Source: an optimization exercise on an open RTL-to-GDS flow (aim: a short achievable clock period and few clock cycles per item). Production flows keep margins and buffers that such runs may drop.
Only simulation tests tie the RTL to the original design; equivalence was not proved.
Power and IR drop assume default switching activity.

[design/flow/config.mk]
export PLATFORM = sky130hd
export DESIGN_NAME = diff_drive_odometry
export DESIGN_NICKNAME = diff_drive_odometry
export VERILOG_FILES = /design/flow/design.v
export SDC_FILE = /design/flow/constraint.sdc
export NUM_CORES = 4
export LEC_CHECK = 0
export CAP_MARGIN = 20
export CORE_MARGIN = 2
export CORE_UTILIZATION = 40
export SLEW_MARGIN = 20
[design/flow/constraint.sdc]
create_clock -name core_clock -period 12.0 [get_ports {clk}]
set_input_delay 2.4000 -clock core_clock [delete_from_list [all_inputs] [get_ports {clk}]]
set_output_delay 2.4000 -clock core_clock [all_outputs]
set_load 0.01 [all_outputs]
[design/flow/design.v]
package odo_pkg;
	localparam int unsigned CORDIC_STEPS_DEF = 24;
	localparam int unsigned CFG_W = 31;
	localparam logic [CFG_W-1:0] SPACING_RST = 31'd36438;
	localparam logic [CFG_W-1:0] CIRC_RST = 31'd39716;
	localparam logic signed [63:0] ANG_PI = 64'sd1686629713;
	localparam logic signed [63:0] ANG_TWO_PI = 64'sd3373259426;
	localparam logic signed [63:0] ANG_HALF_PI = 64'sd843314857;
	localparam logic signed [63:0] Q29_ONE = 64'sd536870912;
	localparam logic signed [63:0] THETA_CLAMP = 64'sd562949953421312;
	localparam logic signed [63:0] DEG_FULL = 64'sd360;
	localparam logic signed [63:0] MEGA = 64'sd1000000;
	localparam logic signed [63:0] TURN_SCALE = 64'sd15625;
	localparam logic signed [33:0] CORDIC_GAIN = 34'sd326016437;
	typedef enum logic [1:0] {
		MD_MUL,
		MD_DIVR,
		MD_UMOD
	} md_op_t;
	typedef struct packed {
		logic   start;
		md_op_t op;
	} md_req_t;
	typedef enum logic {
		REG_SPACING = 1'b0,
		REG_CIRC    = 1'b1
	} cfg_reg_t;
	typedef enum logic [1:0] {
		ST_IDLE,
		ST_ISSUE,
		ST_WAIT,
		ST_OUT
	} state_t;
	typedef enum logic [4:0] {
		S_DL_MUL, S_DL_DIV, S_DR_MUL, S_DR_DIV, S_TH_DIV,
		S_TW_MOD, S_TW_COR, S_DX_MUL, S_DX_DIV, S_DY_MUL,
		S_DY_DIV, S_DX_STR, S_H_COR, S_WX_M1, S_WX_M2,
		S_WX_DIV, S_WY_M1, S_WY_M2, S_WY_DIV, S_HD_MOD,
		S_VX_MUL, S_VX_DIV, S_VY_MUL, S_VY_DIV, S_VL_MUL,
		S_VL_DIV, S_VR_MUL, S_VR_DIV, S_VT_MUL, S_VT_DIV,
		S_DONE
	} step_t;
endpackage
import odo_pkg::*;
module odo_muldiv (
	input  logic               clk,
	input  logic               arst_n,
	input  odo_pkg::md_req_t   req,
	input  logic signed [63:0] a,
	input  logic signed [63:0] b,
	output logic               done,
	output logic [63:0]        result
);
	logic        run_q, fin_q;
	logic [5:0]  cnt_q;
	odo_pkg::md_op_t      op_q;
	logic [63:0] x_q, y_q;
	logic [64:0] acc_q;
	logic        neg_q, zero_q;
	logic [63:0] abs_a, abs_b, y_init;
	logic [64:0] rem_sh, add_a, add_b, add_sum;
	logic        add_sub;
	always_comb begin
		abs_a = a[63] ? 64'd0 - 64'(a) : 64'(a);
		abs_b = b[63] ? 64'd0 - 64'(b) : 64'(b);
		y_init = abs_a + {1'b0, abs_b[63:1]};
		rem_sh = {acc_q[63:0], y_q[63]};
		if (op_q == MD_MUL) begin
			add_a = acc_q;
			add_sub = 1'b0;
		end else begin
			add_a = rem_sh;
			add_sub = 1'b1;
		end
		add_b = {1'b0, x_q};
		add_sum = add_a + (add_sub ? ~add_b : add_b) + 65'(add_sub);
	end
	always_ff @(posedge clk or negedge arst_n) begin
		if (!arst_n) begin
			run_q <= 1'b0;
			fin_q <= 1'b0;
			cnt_q <= '0;
		end else begin
			fin_q <= 1'b0;
			if (req.start) begin
				run_q <= 1'b1;
				cnt_q <= '0;
			end else if (run_q) begin
				cnt_q <= cnt_q + 6'd1;
				if (cnt_q == 6'd63) begin
					run_q <= 1'b0;
					fin_q <= 1'b1;
				end
			end
		end
	end
	always_ff @(posedge clk) begin
		if (req.start) begin
			op_q <= req.op;
			acc_q <= '0;
			neg_q <= a[63] ^ b[63];
			zero_q <= (b == '0);
			case (req.op)
				MD_MUL: begin
					x_q <= 64'(a);
					y_q <= 64'(b);
				end
				MD_DIVR: begin
					x_q <= abs_b;
					y_q <= y_init;
				end
				default: begin
					x_q <= 64'(b);
					y_q <= 64'(a);
				end
			endcase
		end else if (run_q) begin
			if (op_q == MD_MUL) begin
				if (y_q[0]) begin
					acc_q <= {1'b0, add_sum[63:0]};
				end
				x_q <= {x_q[62:0], 1'b0};
				y_q <= {1'b0, y_q[63:1]};
			end else begin
				if (!add_sum[64]) begin
					acc_q <= add_sum;
					y_q <= {y_q[62:0], 1'b1};
				end else begin
					acc_q <= rem_sh;
					y_q <= {y_q[62:0], 1'b0};
				end
			end
		end
	end
	always_comb begin
		case (op_q)
			MD_MUL: result = acc_q[63:0];
			MD_DIVR: result = zero_q ? 64'd0 : (neg_q ? 64'd0 - y_q : y_q);
			default: result = acc_q[63:0];
		endcase
	end
	assign done = fin_q;
endmodule
import odo_pkg::*;
module odo_cordic #(
	parameter int unsigned STEPS = CORDIC_STEPS_DEF
) (
	input  logic               clk,
	input  logic               arst_n,
	input  logic               start,
	input  logic signed [33:0] angle,
	output logic               done,
	output logic signed [33:0] cos_o,
	output logic signed [33:0] sin_o
);
	localparam logic [5:0] LAST = 6'(STEPS - 1);
	localparam logic signed [33:0] HALF = 34'(ANG_HALF_PI);
	localparam logic signed [33:0] PI34 = 34'(ANG_PI);
	function automatic logic [31:0] atan_q29(input logic [4:0] i);
		logic [31:0] v;
		case (i)
			5'd0: v = 32'd421657428;
			5'd1: v = 32'd248918915;
			5'd2: v = 32'd131521918;
			5'd3: v = 32'd66762579;
			5'd4: v = 32'd33510843;
			5'd5: v = 32'd16771758;
			5'd6: v = 32'd8387925;
			5'd7: v = 32'd4194219;
			5'd8: v = 32'd2097141;
			5'd9: v = 32'd1048575;
			5'd10: v = 32'd524288;
			5'd11: v = 32'd262144;
			5'd12: v = 32'd131072;
			5'd13: v = 32'd65536;
			5'd14: v = 32'd32768;
			5'd15: v = 32'd16384;
			5'd16: v = 32'd8192;
			5'd17: v = 32'd4096;
			5'd18: v = 32'd2048;
			5'd19: v = 32'd1024;
			5'd20: v = 32'd512;
			5'd21: v = 32'd256;
			5'd22: v = 32'd128;
			5'd23: v = 32'd64;
			5'd24: v = 32'd32;
			5'd25: v = 32'd16;
			5'd26: v = 32'd8;
			5'd27: v = 32'd4;
			5'd28: v = 32'd2;
			5'd29: v = 32'd1;
			default: v = 32'd0;
		endcase
		atan_q29 = v;
	endfunction
	logic               run_q, fin_q, flip_q;
	logic [5:0]         i_q;
	logic signed [33:0] x_q, y_q, z_q;
	logic signed [33:0] x_sh, y_sh, at;
	always_comb begin
		x_sh = x_q >>> i_q[4:0];
		y_sh = y_q >>> i_q[4:0];
		at = $signed({2'b00, atan_q29(i_q[4:0])});
	end
	always_ff @(posedge clk or negedge arst_n) begin
		if (!arst_n) begin
			run_q <= 1'b0;
			fin_q <= 1'b0;
			i_q <= '0;
		end else begin
			fin_q <= 1'b0;
			if (start) begin
				run_q <= 1'b1;
				i_q <= '0;
			end else if (run_q) begin
				i_q <= i_q + 6'd1;
				if (i_q == LAST) begin
					run_q <= 1'b0;
					fin_q <= 1'b1;
				end
			end
		end
	end
	always_ff @(posedge clk) begin
		if (start) begin
			x_q <= CORDIC_GAIN;
			y_q <= '0;
			if (angle > HALF) begin
				z_q <= angle - PI34;
				flip_q <= 1'b1;
			end else if (angle < -HALF) begin
				z_q <= angle + PI34;
				flip_q <= 1'b1;
			end else begin
				z_q <= angle;
				flip_q <= 1'b0;
			end
		end else if (run_q) begin
			if (!z_q[33]) begin
				x_q <= x_q - y_sh;
				y_q <= y_q + x_sh;
				z_q <= z_q - at;
			end else begin
				x_q <= x_q + y_sh;
				y_q <= y_q - x_sh;
				z_q <= z_q + at;
			end
		end
	end
	assign cos_o = flip_q ? -x_q : x_q;
	assign sin_o = flip_q ? -y_q : y_q;
	assign done = fin_q;
endmodule
import odo_pkg::*;
module diff_drive_odometry #(
	parameter int unsigned CORDIC_STEPS = CORDIC_STEPS_DEF
) (
	input  logic               clk,
	input  logic               arst_n,
	input  logic               in_valid,
	output logic               in_stall,
	input  logic signed [31:0] left_angle,
	input  logic signed [31:0] right_angle,
	input  logic [23:0]        elapsed_us,
	output logic               out_valid,
	input  logic               out_stall,
	output logic signed [31:0] pos_x,
	output logic signed [31:0] pos_y,
	output logic signed [31:0] heading,
	output logic signed [31:0] speed_x,
	output logic signed [31:0] speed_y,
	output logic signed [31:0] turn_rate,
	output logic signed [31:0] left_speed,
	output logic signed [31:0] right_speed,
	output logic               rate_invalid,
	input  logic               cfg_we,
	input  logic               cfg_index,
	input  logic [CFG_W-1:0]   cfg_data
);
	function automatic signed [31:0] sat32(input logic signed [63:0] v);
		logic signed [31:0] r;
		if (v > 64'sd2147483647) begin
			r = 32'sh7fffffff;
		end else if (v < -64'sd2147483648) begin
			r = 32'sh80000000;
		end else begin
			r = v[31:0];
		end
		sat32 = r;
	endfunction
	odo_pkg::state_t state_q, state_d;
	odo_pkg::step_t  step_q, step_d;
	logic [CFG_W-1:0]   spacing_q, circ_q;
	logic signed [31:0] last_l_q, last_r_q, acc_x_q, acc_y_q, acc_h_q;
	logic signed [31:0] l_q, r_q, dl_q, dr_q, tw_q;
	logic [23:0]        us_q;
	logic signed [63:0] theta_q, s_q, dx_q, dy_q, t1_q, tmp_q;
	logic signed [33:0] c_q, sn_q, ch_q, sh_q;
	logic signed [31:0] vx_q, vy_q, vt_q, vl_q, vr_q;
	logic               out_valid_q, out_rinv_q;
	logic signed [31:0] out_x_q, out_y_q, out_h_q, out_vx_q, out_vy_q, out_vt_q;
	logic signed [31:0] out_vl_q, out_vr_q;
	odo_pkg::md_req_t            md_req;
	logic signed [63:0] md_a, md_b, md_res;
	logic [63:0]        md_result;
	logic               md_done;
	logic               cor_start, cor_done;
	logic signed [33:0] cor_angle, cor_cos, cor_sin;
	logic               accept, use_cor, unit_done, latch, out_load;
	logic signed [63:0] dl64, dr64, dleft, dright, spacing64, us64;
	logic signed [63:0] wrap_in, wrap_v, wrap_abs, wrap_m, tc;
	logic signed [31:0] wrap_out;
	odo_muldiv u_md (
		.clk    (clk),
		.arst_n (arst_n),
		.req    (md_req),
		.a      (md_a),
		.b      (md_b),
		.done   (md_done),
		.result (md_result)
	);
	odo_cordic #(.STEPS(CORDIC_STEPS)) u_cor (
		.clk    (clk),
		.arst_n (arst_n),
		.start  (cor_start),
		.angle  (cor_angle),
		.done   (cor_done),
		.cos_o  (cor_cos),
		.sin_o  (cor_sin)
	);
	always_comb begin
		md_res = $signed(md_result);
		dl64 = 64'(dl_q);
		dr64 = 64'(dr_q);
		dleft = 64'(l_q) - 64'(last_l_q);
		dright = 64'(r_q) - 64'(last_r_q);
		spacing64 = (spacing_q == '0) ? 64'sd1 : $signed(64'(spacing_q));
		us64 = $signed(64'(us_q));
		wrap_in = (step_q == S_HD_MOD) ? 64'(acc_h_q) + 64'(tw_q) : theta_q;
		wrap_v = wrap_in + ANG_PI;
		wrap_abs = wrap_v[63] ? -wrap_v : wrap_v;
		if (!wrap_v[63]) begin
			wrap_m = md_res;
		end else begin
			wrap_m = (md_res == '0) ? 64'sd0 : ANG_TWO_PI - md_res;
		end
		wrap_out = 32'(wrap_m - ANG_PI);
		if (theta_q > THETA_CLAMP) begin
			tc = THETA_CLAMP;
		end else if (theta_q < -THETA_CLAMP) begin
			tc = -THETA_CLAMP;
		end else begin
			tc = theta_q;
		end
	end
	always_comb begin
		md_req.op = MD_MUL;
		md_a = '0;
		md_b = '0;
		cor_angle = '0;
		use_cor = 1'b0;
		case (step_q)
			S_DL_MUL: begin
				md_a = dleft;
				md_b = $signed(64'(circ_q));
			end
			S_DR_MUL: begin
				md_a = dright;
				md_b = $signed(64'(circ_q));
			end
			S_DL_DIV, S_DR_DIV: begin
				md_req.op = MD_DIVR;
				md_a = tmp_q;
				md_b = DEG_FULL;
			end
			S_TH_DIV: begin
				md_req.op = MD_DIVR;
				md_a = (dr64 - dl64) <<< 29;
				md_b = spacing64;
			end
			S_TW_MOD, S_HD_MOD: begin
				md_req.op = MD_UMOD;
				md_a = wrap_abs;
				md_b = ANG_TWO_PI;
			end
			S_TW_COR: begin
				use_cor = 1'b1;
				cor_angle = 34'(tw_q);
			end
			S_H_COR: begin
				use_cor = 1'b1;
				cor_angle = 34'(acc_h_q);
			end
			S_DX_MUL: begin
				md_a = s_q;
				md_b = 64'(sn_q);
			end
			S_DY_MUL: begin
				md_a = s_q;
				md_b = Q29_ONE - 64'(c_q);
			end
			S_DX_DIV, S_DY_DIV: begin
				md_req.op = MD_DIVR;
				md_a = tmp_q;
				md_b = theta_q <<< 1;
			end
			S_DX_STR: begin
				md_req.op = MD_DIVR;
				md_a = s_q;
				md_b = 64'sd2;
			end
			S_WX_M1, S_WY_M2: begin
				md_a = 64'(ch_q);
				md_b = (step_q == S_WX_M1) ? dx_q : dy_q;
			end
			S_WX_M2, S_WY_M1: begin
				md_a = 64'(sh_q);
				md_b = (step_q == S_WY_M1) ? dx_q : dy_q;
			end
			S_WX_DIV: begin
				md_req.op = MD_DIVR;
				md_a = t1_q - tmp_q;
				md_b = Q29_ONE;
			end
			S_WY_DIV: begin
				md_req.op = MD_DIVR;
				md_a = t1_q + tmp_q;
				md_b = Q29_ONE;
			end
			S_VX_MUL: begin
				md_a = dx_q;
				md_b = MEGA;
			end
			S_VY_MUL: begin
				md_a = dy_q;
				md_b = MEGA;
			end
			S_VL_MUL: begin
				md_a = dl64;
				md_b = MEGA;
			end
			S_VR_MUL: begin
				md_a = dr64;
				md_b = MEGA;
			end
			S_VT_MUL: begin
				md_a = tc;
				md_b = TURN_SCALE;
			end
			S_VX_DIV, S_VY_DIV, S_VL_DIV, S_VR_DIV: begin
				md_req.op = MD_DIVR;
				md_a = tmp_q;
				md_b = us64;
			end
			S_VT_DIV: begin
				md_req.op = MD_DIVR;
				md_a = tmp_q;
				md_b = us64 <<< 7;
			end
			default: begin
				md_req.op = MD_MUL;
			end
		endcase
		md_req.start = (state_q == ST_ISSUE) && !use_cor;
		cor_start = (state_q == ST_ISSUE) && use_cor;
	end
	always_comb begin
		unit_done = use_cor ? cor_done : md_done;
		accept = in_valid && (state_q == ST_IDLE);
		latch = (state_q == ST_WAIT) && unit_done;
		out_load = (state_q == ST_OUT) && (!out_valid_q || !out_stall);
		in_stall = (state_q != ST_IDLE);
		state_d = state_q;
		step_d = step_q;
		case (step_q)
			S_DL_MUL: step_d = S_DL_DIV;
			S_DL_DIV: step_d = S_DR_MUL;
			S_DR_MUL: step_d = S_DR_DIV;
			S_DR_DIV: step_d = S_TH_DIV;
			S_TH_DIV: step_d = (md_res != '0) ? S_TW_MOD : S_DX_STR;
			S_TW_MOD: step_d = S_TW_COR;
			S_TW_COR: step_d = S_DX_MUL;
			S_DX_MUL: step_d = S_DX_DIV;
			S_DX_DIV: step_d = S_DY_MUL;
			S_DY_MUL: step_d = S_DY_DIV;
			S_DY_DIV: step_d = S_H_COR;
			S_DX_STR: step_d = S_H_COR;
			S_H_COR: step_d = S_WX_M1;
			S_WX_M1: step_d = S_WX_M2;
			S_WX_M2: step_d = S_WX_DIV;
			S_WX_DIV: step_d = S_WY_M1;
			S_WY_M1: step_d = S_WY_M2;
			S_WY_M2: step_d = S_WY_DIV;
			S_WY_DIV: step_d = S_HD_MOD;
			S_HD_MOD: step_d = (us_q != '0) ? S_VX_MUL : S_DONE;
			S_VX_MUL: step_d = S_VX_DIV;
			S_VX_DIV: step_d = S_VY_MUL;
			S_VY_MUL: step_d = S_VY_DIV;
			S_VY_DIV: step_d = S_VL_MUL;
			S_VL_MUL: step_d = S_VL_DIV;
			S_VL_DIV: step_d = S_VR_MUL;
			S_VR_MUL: step_d = S_VR_DIV;
			S_VR_DIV: step_d = S_VT_MUL;
			S_VT_MUL: step_d = S_VT_DIV;
			default: step_d = S_DONE;
		endcase
		case (state_q)
			ST_IDLE: begin
				if (in_valid) begin
					state_d = ST_ISSUE;
				end
			end
			ST_ISSUE: state_d = ST_WAIT;
			ST_WAIT: begin
				if (unit_done) begin
					state_d = (step_d == S_DONE) ? ST_OUT : ST_ISSUE;
				end
			end
			ST_OUT: begin
				if (out_load) begin
					state_d = ST_IDLE;
				end
			end
			default: state_d = ST_IDLE;
		endcase
	end
	always_ff @(posedge clk or negedge arst_n) begin
		if (!arst_n) begin
			state_q <= ST_IDLE;
			step_q <= S_DL_MUL;
			spacing_q <= SPACING_RST;
			circ_q <= CIRC_RST;
			last_l_q <= '0;
			last_r_q <= '0;
			acc_x_q <= '0;
			acc_y_q <= '0;
			acc_h_q <= '0;
			out_valid_q <= 1'b0;
		end else begin
			state_q <= state_d;
			if (accept) begin
				step_q <= S_DL_MUL;
			end else if (latch) begin
				step_q <= step_d;
			end
			if (cfg_we) begin
				case (cfg_index)
					REG_SPACING: spacing_q <= cfg_data;
					REG_CIRC: circ_q <= cfg_data;
					default: ;
				endcase
			end
			if (latch) begin
				case (step_q)
					S_WX_DIV: acc_x_q <= acc_x_q + md_result[31:0];
					S_WY_DIV: acc_y_q <= acc_y_q + md_result[31:0];
					S_HD_MOD: acc_h_q <= wrap_out;
					default: ;
				endcase
			end
			if (out_load) begin
				last_l_q <= l_q;
				last_r_q <= r_q;
				out_valid_q <= 1'b1;
			end else if (out_valid_q && !out_stall) begin
				out_valid_q <= 1'b0;
			end
		end
	end
	always_ff @(posedge clk) begin
		if (accept) begin
			l_q <= left_angle;
			r_q <= right_angle;
			us_q <= elapsed_us;
		end
		if (latch) begin
			case (step_q)
				S_DL_DIV: dl_q <= sat32(md_res);
				S_DR_DIV: dr_q <= sat32(md_res);
				S_TH_DIV: begin
					theta_q <= md_res;
					s_q <= dl64 + dr64;
					tw_q <= '0;
				end
				S_TW_MOD: tw_q <= wrap_out;
				S_TW_COR: begin
					c_q <= cor_cos;
					sn_q <= cor_sin;
				end
				S_H_COR: begin
					ch_q <= cor_cos;
					sh_q <= cor_sin;
				end
				S_DX_DIV: dx_q <= md_res;
				S_DY_DIV: dy_q <= md_res;
				S_DX_STR: begin
					dx_q <= md_res;
					dy_q <= '0;
				end
				S_WX_M1, S_WY_M1: t1_q <= md_res;
				S_HD_MOD: begin
					vx_q <= '0;
					vy_q <= '0;
					vt_q <= '0;
					vl_q <= '0;
					vr_q <= '0;
				end
				S_VX_DIV: vx_q <= sat32(md_res);
				S_VY_DIV: vy_q <= sat32(md_res);
				S_VL_DIV: vl_q <= sat32(md_res);
				S_VR_DIV: vr_q <= sat32(md_res);
				S_VT_DIV: vt_q <= sat32(md_res);
				default: tmp_q <= md_res;
			endcase
		end
		if (out_load) begin
			out_x_q <= acc_x_q;
			out_y_q <= acc_y_q;
			out_h_q <= acc_h_q;
			out_vx_q <= vx_q;
			out_vy_q <= vy_q;
			out_vt_q <= vt_q;
			out_vl_q <= vl_q;
			out_vr_q <= vr_q;
			out_rinv_q <= (us_q == '0);
		end
	end
	assign out_valid = out_valid_q;
	assign pos_x = out_x_q;
	assign pos_y = out_y_q;
	assign heading = out_h_q;
	assign speed_x = out_vx_q;
	assign speed_y = out_vy_q;
	assign turn_rate = out_vt_q;
	assign left_speed = out_vl_q;
	assign right_speed = out_vr_q;
	assign rate_invalid = out_rinv_q;
endmodule
[design/flow/run.sh]
#!/bin/bash
# synth_recipe.tcl (not shown) runs the flow's synth.tcl, then flattens the netlist and writes it again
# the make line also repeats each setting of config.mk as NAME=value (left out here)
make -C /OpenROAD-flow-scripts/flow DESIGN_CONFIG=/design/flow/config.mk WORK_HOME=/design/flow/orfs CLKGATE_MAP_FILE= SYNTH_SCRIPT=/design/flow/synth_recipe.tcl finish
==> impl_metrics.ini <==
[setup_path]
slowest_delay_ps = 820
cp_slowest_cell = nor2_2
endpoint_kind = flop
cp.required_ps = 12580
reg2reg_depth = 48
path_class = reg -> reg
critPathMaxFanout = 7
crit_path_start_kind = flop
cp.arrival_ps = 12230

[placed_design]
dp_hpwl_mm = 441.2
placed_cells = 16430
place.gp.congestion = 1.137
numPortBuffers = 383

[logic_synthesis]
netlist_instances = 12460
synth_seq_area_share = 0.4080
synth_top_area_frac = 0.3307
synth.most_common_cell = nand2_1
ys_dominant_reg_cell = edfxtp_1
synth.net_count = 13140
synth_warnings = 3
ys_async_sr_fraction = 0.1505
synth_edf_count = 1257
netlist-cell-type-count = 131
synthTopCellsByCount = nand2_1, edfxtp_1, nor2_1
avgSynthCellArea_um2 = 9.159
synth_area_leaders = edfxtp_1, ha_1, dfrtp_1, xnor2_1, nand2_1
syn_area_um2 = 114100
synth-seq-cells = 1635
synth_area_leader_cell = edfxtp_1

[cts]
cts_sinks = 1635
worstSkewPairLatency_ps = 940
cts_tree = yes
htree_num_levels = 4
cts-root-buf = clkbuf_16
clk_pin_slew_ps = 60
clockBufferDepth = 4
cts_made_buffers = 197

[timing]
tns_ps = 0
slew_viol_final = 0
slew_headroom = 0.08419
finalHoldViolations = 0
tightest_slew_ps = 1364
max_freq_mhz = 85.81
finalCritPeriodShare = 0.9712
fin_crit_ps = 11650
final-setup-viol-count = 0
clock_skew_ps = 101.6

[grt]
grt_first_pass_wirelength_mm = 785.2
grt_pass1_vias = 101300
gr-total-overflow = 0
grt_max_degree = 151
grtUsageTotal = 0.3818
antenna_found_initial = 84

[die]
rows = 196
fp.dieW_um = 538.2
die_h_um = 538.2
core-area_um2 = 284500
initial_core_util = 0.4012
ios = 384
die-area_um2 = 289600

[finish]
nets = 13540
drive_gt1_frac = 0.09883
syn_to_final_growth_pct = 15.15
fillers = 26990
instances_no_fill = 16830
multi_input_comb_area_um2 = 64210
seq_area_um2 = 46570

[power_and_ir_drop]
leakage_nw = 50.02
power_density_nw_per_um2 = 264.5
max-vdd-ir-drop_uv = 226.3

[route]
num_vias = 109200
vias_per_cell = 6.487
first_pass_iters = 11
routed_wl_mm = 571.9
avgRoutedWirePerCell_um = 33.97
ant_nets = 0
drt_iter0_markers = 15870
drc_errors = 0

[worst_hold_path]
holdPathStages = 0
hp-class = reg -> reg

[run]
cap_violations = 0

[status]
status = no timing/DRC/antenna violations
[per-layer routing]
metal	part of all wire	GRT usage	vias up
met5	0.00061	0	-
met4	0.079	0.2478	48
met3	0.12	0.1264	1652
met2	0.42	0.5668	6897
met1	0.38	0.4739	53360
li1	-	-	47230
[power breakdown]
group	switching, W	internal, W	leakage (nW)	total (W)
combinational	0.0126	0.00729	31.3	0.0199
sequential	0.00117	0.00737	15.5	0.00854
clock	0.00271	0.00366	3.21	0.00637
[through the flow]
stage | area [um2] | total power, W | worst slack (ps) | utilization | hold WS, ps
finish | 131400 | 0.03476 | 346.0 | 0.4620 | 363.6
CTS | 131100 | 0.03419 | 119.6 | 0.4610 | 347.6
global placement | 124300 | 0.02750 | 31.33 | 0.4370 | 401.3
detailed placement | 124400 | 0.02778 | 185.6 | 0.4375 | 404.5
global route | 131400 | 0.03637 | -53.83 | 0.4617 | 371.6
floorplan | 114100 | 0.02051 | 1016 | - | 400.3
[what timing repair did]
action,CTS,global route
gates resized for setup,0,22
buffers inserted,0,2
hold buffers,0,0
endpoints found under the setup margin,0,19
[cell type report]
| cell class | count | area share |
|---|---|---|
| Antenna cell | 37 | 0.0007045 |
| Clock buffer | 224 | 0.03913 |
| Clock inverter | 140 | 0.01188 |
| Inverter | 417 | 0.01194 |
| Multi-Input combinational cell | 9739 | 0.4885 |
| Sequential cell | 1635 | 0.3544 |
| Tap cell | 3762 | 0.03581 |
| Timing Repair Buffer | 878 | 0.05768 |
[critical path, delay by kind of cell (launching register included)]
kind	cells	cell delay, ps
and+or+nand+nor	12	3090
adders and majority gates	2	670
buffers and inverters	6	1130
AOI/OAI and AO/OA	24	5100
DFF	1	420
xor gates and xnor gates	3	510
muxes	1	360
[cell families (layout without fill, tap and decap cells)]
group,Yosys count,count (layout),synth area share
simple gates,4255,4255,0.1757
compound gates,3625,3625,0.2085
flops,1635,1635,0.4080
buf+inv,1088,1659,0.03605
xor+xnor,1026,1026,0.07906
fa+ha+maj,551,551,0.06124
mux,282,282,0.03154
other cells,0,37,0
[sequential cells by signal, summed over array words and instances, names as in the netlist, 64 cells and up]
signal / flops
dx_q: 64
dy_q: 64
t1_q: 64
theta_q: 64
tmp_q: 64
u_md.acc_q: 64
u_md.x_q: 64
u_md.y_q: 64
[layout by cell type, fill, tap and decap left out, types with 108 or more instances in the layout]
| cell type | count |
|---|---|
| clkdlybuf4s50_1 | 382 |
| dfrtp_1 | 225 |
| a21oi_1 | 833 |
| a221oi_1 | 108 |
| nand4_1 | 142 |
| nor2_1 | 1062 |
| buf_4 | 487 |
| a21o_1 | 211 |
| mux2i_1 | 128 |
| dfxtp_1 | 132 |
| nand2_1 | 1486 |
| xor2_1 | 370 |
| clkbuf_16 | 198 |
| xnor2_1 | 646 |
| edfxtp_1 | 1257 |
| and3_1 | 151 |
| o31ai_1 | 128 |
| o21a_1 | 113 |
| a31oi_1 | 209 |
| nand3_1 | 269 |
| nor3_1 | 232 |
| inv_1 | 405 |
| ha_1 | 537 |
| o21ai_0 | 860 |
| a22oi_1 | 193 |
| nand2b_1 | 134 |
| nor2b_1 | 119 |
[final timing paths]
| path | from | end | slack, ps |
|---|---|---|---|
| min in group asynchronous | arst_n | acc_x_q[16]$_DFFE_PN0P_ | 1460 |
| worst max register to register | step_q[3]$_DFFE_PN0P_ | u_md.y_q[59]$_DFFE_PP_ | 350 |
| worst max-delay path | step_q[3]$_DFFE_PN0P_ | u_md.y_q[59]$_DFFE_PP_ | 350 |
| worst min register to register | vx_q[8]$_SDFFCE_PN0P_ | out_vx_q[8]$_DFFE_PP_ | 360 |
| worst min-delay path | vx_q[8]$_SDFFCE_PN0P_ | out_vx_q[8]$_DFFE_PP_ | 360 |
| max in group asynchronous | arst_n | last_r_q[17]$_DFFE_PN0P_ | 8310 |
Testbench counts, summed over its fixed seeds: cycles 1,690,468, items 960.

## what the ideal ports hide
The results above use ideal ports. As a check the final layout listed here was re-extracted and re-timed, cells and wires unchanged.
Step 1 assumes that a clkbuf_16 drives the clock port and a buf_2 every other input.
Step 2, shift: input delay + t, output delay - t, t = (earliest + latest rising clock arrival at the registers) / 2. This alone moves slack from input paths to output paths.
a / b / c = no drivers / after step 1 / after step 2; a / b = the first two.
t, ns: 1.006
setup WS [ns]: 0.346 / 0.346 / 0.346
clock arrival spread, ns: 0.101 / 0.101
slew at the worst register clock pin (ns): 0.07 / 0.07
After both steps this run still meets setup and hold. For this run, drivers alone change the setup slack by 0.000 ns; drivers and shift together by 0.000 ns.
